Context: an optimization exercise on an open-source flow, tuned for small area, a short achievable clock period and few clock cycles per item. The choices shown serve that exercise and are no tape-out recipe. At most, simulation tests tie the RTL to the original design; equivalence was not proved. Power is estimated from default activity; no workload was simulated.

== job 6664 ==
Design bounded_deque_with_dump, start of the top module:
module bounded_deque_with_dump
#(
    parameter int DEPTH      = 16,
    parameter int DATA_WIDTH = 32
) (
    input  wire logic                         aclk,
    input  wire logic                         aresetn,
    input  wire logic                         s_valid,
    output logic                              s_ready,
    input  wire logic        [OP_W-1:0]       s_op,
    input  wire logic signed [VALUE_W-1:0]    s_value,
    output logic                              m_valid,
    input  wire logic                         m_ready,
    output logic             [STATUS_W-1:0]   m_status,
    output logic signed      [VALUE_W-1:0]    m_data,
    output logic             [$clog2(DEPTH+1)-1:0] m_fill,
    output logic                              m_last
);
Size: roughly 1400 cells after synthesis, ~590 flip-flops, roughly 0.023 mm^2 of cells after synthesis.
==> flow/config.mk <==
export PLATFORM = sky130hd
export DESIGN_NAME = bounded_deque_with_dump
export DESIGN_NICKNAME = bounded_deque_with_dump
export VERILOG_FILES = /design/flow/design.v
export SDC_FILE = /design/flow/constraint.sdc
export NUM_CORES = 4
export LEC_CHECK = 0
export ABC_CLOCK_PERIOD_IN_PS = 2000
export CAP_MARGIN = 20
export CORE_MARGIN = 2
export CORE_UTILIZATION = 40
export SETUP_SLACK_MARGIN = 3.0
export SLEW_MARGIN = 20
==> flow/constraint.sdc <==
create_clock -name core_clock -period 5.0 [get_ports {aclk}]
set_input_delay 1.0000 -clock core_clock [delete_from_list [all_inputs] [get_ports {aclk}]]
set_output_delay 1.0000 -clock core_clock [all_outputs]
set_load 0.01 [all_outputs]
run.sh (not shown) runs the stock make flow with config.mk's settings and CLKGATE_MAP_FILE= SYNTH_SCRIPT=/design/flow/synth_recipe.tcl, a recipe that flattens the netlist after the stock synthesis.
Here is what was changed in the inputs of job 2353 compared with job 6664.
Settings: SETUP_SLACK_MARGIN: 3.0 -> 2.5.
Findings:
Quantity of gates resized following cts went down by more than a quarter going from job 6664 to job 2353.
Per the comparison of job 2353 with job 6664, met2 wire length now sits higher, total power down 3.2%.
Function was not checked in any run of this note: the RTL went through the layout flow alone.

* * *

The RTL this note starts from:
==> flow/design.v <==
`default_nettype none
package bdq_pkg;
    localparam int OP_W     = 3;
    localparam int STATUS_W = 2;
    localparam int VALUE_W  = 32;
    localparam logic [OP_W-1:0] OP_PUSH_FRONT = 3'd0;
    localparam logic [OP_W-1:0] OP_PUSH_BACK  = 3'd1;
    localparam logic [OP_W-1:0] OP_LIST       = 3'd2;
    localparam logic [OP_W-1:0] OP_POP_FRONT  = 3'd3;
    localparam logic [OP_W-1:0] OP_POP_BACK   = 3'd4;
    localparam logic [STATUS_W-1:0] STAT_OK    = 2'd0;
    localparam logic [STATUS_W-1:0] STAT_EMPTY = 2'd1;
    localparam logic [STATUS_W-1:0] STAT_FULL  = 2'd2;
endpackage
`default_nettype wire
`default_nettype none
import bdq_pkg::*;
module bounded_deque_with_dump
#(
    parameter int DEPTH      = 16,
    parameter int DATA_WIDTH = 32
) (
    input  wire logic                         aclk,
    input  wire logic                         aresetn,
    input  wire logic                         s_valid,
    output logic                              s_ready,
    input  wire logic        [OP_W-1:0]       s_op,
    input  wire logic signed [VALUE_W-1:0]    s_value,
    output logic                              m_valid,
    input  wire logic                         m_ready,
    output logic             [STATUS_W-1:0]   m_status,
    output logic signed      [VALUE_W-1:0]    m_data,
    output logic             [$clog2(DEPTH+1)-1:0] m_fill,
    output logic                              m_last
);
    localparam int CNT_W = $clog2(DEPTH + 1);
    localparam int PTR_W = $clog2(DEPTH);
    logic [DATA_WIDTH-1:0] mem [DEPTH];
    logic [PTR_W-1:0]      head_q, tail_q;      
    logic [CNT_W-1:0]      cnt_q;
    logic                  empty_q;
    logic                  rdy_q;
    logic                  dv_q;                
    logic [STATUS_W-1:0]   d_st_q;
    logic [CNT_W-1:0]      d_fill_q;
    logic                  d_last_q;
    logic                  d_more_q;            
    logic [PTR_W-1:0]      d_rem_q;             
    logic [DEPTH-1:0]      d_rsel_q;            
    logic                  ov_q;                
    logic [STATUS_W-1:0]   o_st_q;
    logic [VALUE_W-1:0]    o_data_q;
    logic [CNT_W-1:0]      o_fill_q;
    logic                  o_last_q;
    logic                  kv_q;                
    logic [STATUS_W-1:0]   k_st_q;
    logic [VALUE_W-1:0]    k_data_q;
    logic [CNT_W-1:0]      k_fill_q;
    logic                  k_last_q;
    logic                  kv_n, dv_n, more_n;
    logic                  acc;
    logic                  full;
    logic                  is_push, is_list, is_popf, is_popb, is_pop;
    logic [DEPTH-1:0]      head_oh, tail_oh, back_oh;
    assign acc     = s_valid && rdy_q;
    assign full    = cnt_q[CNT_W-1];
    assign is_push = (s_op == OP_PUSH_FRONT) || (s_op == OP_PUSH_BACK);
    assign is_list = (s_op == OP_LIST);
    assign is_popf = (s_op == OP_POP_FRONT);
    assign is_popb = (s_op == OP_POP_BACK);
    assign is_pop  = is_popf || is_popb;
    always_comb begin
        for (int i = 0; i < DEPTH; i++) begin
            head_oh[i] = (head_q == PTR_W'(i));
            tail_oh[i] = (tail_q == PTR_W'(i));
            back_oh[i] = (tail_q == PTR_W'(i + 1));
        end
    end
    logic [STATUS_W-1:0]   n_st;
    logic [CNT_W-1:0]      n_fill;
    logic                  n_last, n_more;
    logic [PTR_W-1:0]      n_rem;
    logic [DEPTH-1:0]      n_rsel;
    always_comb begin
        n_st   = STAT_OK;
        n_fill = cnt_q;
        n_last = 1'b1;
        n_more = 1'b0;
        n_rem  = PTR_W'(cnt_q - CNT_W'(2));
        n_rsel = '0;
        if (is_push) begin
            if (full) n_st = STAT_FULL;
            else      n_fill = cnt_q + CNT_W'(1);
        end else if (is_list || is_pop) begin
            if (empty_q) begin
                n_st = STAT_EMPTY;
            end else begin
                n_rsel = is_popb ? back_oh : head_oh;
                if (is_pop) begin
                    n_fill = cnt_q - CNT_W'(1);
                end else begin
                    n_last = (cnt_q == CNT_W'(1));
                    n_more = !n_last;
                end
            end
        end
    end
    logic [PTR_W-1:0]      head_n, tail_n;
    logic [CNT_W-1:0]      cnt_n;
    always_comb begin
        head_n = head_q;
        tail_n = tail_q;
        cnt_n  = cnt_q;
        if (acc) begin
            if (is_push && !full) begin
                cnt_n = cnt_q + CNT_W'(1);
                if (s_op[0]) tail_n = tail_q + PTR_W'(1);
                else         head_n = head_q - PTR_W'(1);
            end
            if (is_pop && !empty_q) begin
                cnt_n = cnt_q - CNT_W'(1);
                if (is_popf) head_n = head_q + PTR_W'(1);
                else         tail_n = tail_q - PTR_W'(1);
            end
        end
    end
    logic                  fire, take;
    logic [VALUE_W-1:0]    b_data;
    assign fire = dv_q && !kv_q;
    assign take = m_ready || !ov_q;
    always_comb begin
        b_data = '0;
        for (int i = 0; i < DEPTH; i++) b_data = b_data | (mem[i] & {VALUE_W{d_rsel_q[i]}});
    end
    assign kv_n   = !take && (kv_q || fire);
    assign dv_n   = acc || (dv_q && !(fire && !d_more_q));
    assign more_n = acc ? n_more : (fire ? (d_rem_q != '0) : d_more_q);
    always_ff @(posedge aclk) begin
        if (!aresetn) begin
            head_q   <= '0;
            tail_q   <= '0;
            cnt_q    <= '0;
            empty_q  <= 1'b1;
            dv_q     <= 1'b0;
            d_more_q <= 1'b0;
            kv_q     <= 1'b0;
            ov_q     <= 1'b0;
            rdy_q    <= 1'b1;
        end else begin
            head_q   <= head_n;
            tail_q   <= tail_n;
            cnt_q    <= cnt_n;
            empty_q  <= (cnt_n == '0);
            dv_q     <= dv_n;
            d_more_q <= more_n;
            kv_q     <= kv_n;
            rdy_q    <= !dv_n || (!kv_n && !more_n);
            if (take) ov_q <= kv_q || fire;
        end
    end
    logic [DEPTH-1:0]      wen;
    always_comb begin
        for (int i = 0; i < DEPTH; i++)
            wen[i] = !(kv_q && dv_q) && !full && (head_oh[(i + 1) % DEPTH] || tail_oh[i]);
    end
    always_ff @(posedge aclk) begin
        for (int i = 0; i < DEPTH; i++) begin
            if (wen[i]) mem[i] <= s_value;
        end
    end
    always_ff @(posedge aclk) begin
        if (acc) begin
            d_st_q   <= n_st;
            d_fill_q <= n_fill;
            d_last_q <= n_last;
            d_rem_q  <= n_rem;
            d_rsel_q <= n_rsel;
        end else if (fire) begin
            d_last_q <= (d_rem_q == '0);
            d_rem_q  <= d_rem_q - PTR_W'(1);
            d_rsel_q <= {d_rsel_q[DEPTH-2:0], d_rsel_q[DEPTH-1]};
        end
    end
    always_ff @(posedge aclk) begin
        if (!kv_q) begin
            k_st_q   <= d_st_q;
            k_data_q <= b_data;
            k_fill_q <= d_fill_q;
            k_last_q <= d_last_q;
        end
    end
    always_ff @(posedge aclk) begin
        if (take) begin
            o_st_q   <= kv_q ? k_st_q   : d_st_q;
            o_data_q <= kv_q ? k_data_q : b_data;
            o_fill_q <= kv_q ? k_fill_q : d_fill_q;
            o_last_q <= kv_q ? k_last_q : d_last_q;
        end
    end
    assign s_ready  = rdy_q;
    assign m_valid  = ov_q;
    assign m_status = o_st_q;
    assign m_data   = o_data_q;
    assign m_fill   = o_fill_q;
    assign m_last   = o_last_q;
endmodule
`default_nettype wire
export LEC_CHECK = 0
export ABC_CLOCK_PERIOD_IN_PS = 2000
export CAP_MARGIN = 20
export CORE_MARGIN = 2
export CORE_UTILIZATION = 70
export CTS_CLUSTER_DIAMETER = 50
export CTS_CLUSTER_SIZE = 32
export SETUP_SLACK_MARGIN = 2.95
export SLEW_MARGIN = 20
create_clock -name core_clock -period 5.0 [get_ports {aclk}]
Testbench counts at the start, summed over its fixed seeds: cycles 11,579, items 8,000.
Change:
Settings changed: CORE_UTILIZATION 70 to 65, CTS_CLUSTER_DIAMETER 50 to 60, CTS_CLUSTER_SIZE 32 to 25, SETUP_SLACK_MARGIN 2.95 to 2.9.
Result:
- The new run finished clean
- count of clock-buffer cells in the layout stays the same
- routed wire length went down by a few percent
- design area went down slightly
- worst hold slack gets better by 0.0047 ns

[static timing again, ports no longer ideal]
No port has a modelled driver above. Below, the same layouts with a new extraction and two added sets of constraints. Step 1, drivers: a clkbuf_16 drives aclk and a buf_2 each remaining input, both assumed. Step 2 moves the port delays by t, midway between the first and last clock arrival at a register: inputs arrive t later, outputs are due t later. That takes back most of the time a late clock gives input paths. Slacks: no drivers / after step 1 / after step 2; pairs: no drivers / after step 1.
run | t, ns | slack for setup (ns) | worst register clock-pin slew, ns | pins driven straight from the clock port
job 6664 | 0.688 | 1.686 / 1.695 / 1.007 | 0.07 / 0.07 | 1
job 2353 | 0.694 | 1.737 / 1.757 / 1.064 | 0.07 / 0.07 | 1
the first run of note 2 | 0.599 | 2.815 / 2.763 / 2.352 | 0.09 / 0.09 | 1
the second run of note 2 | 0.609 | 2.837 / 2.782 / 2.354 | 0.09 / 0.09 | 1
After both steps setup and hold are still met in every run listed. For job 6664, which loses most, drivers alone change the setup slack by +0.009 ns; drivers and shift together by -0.679 ns.
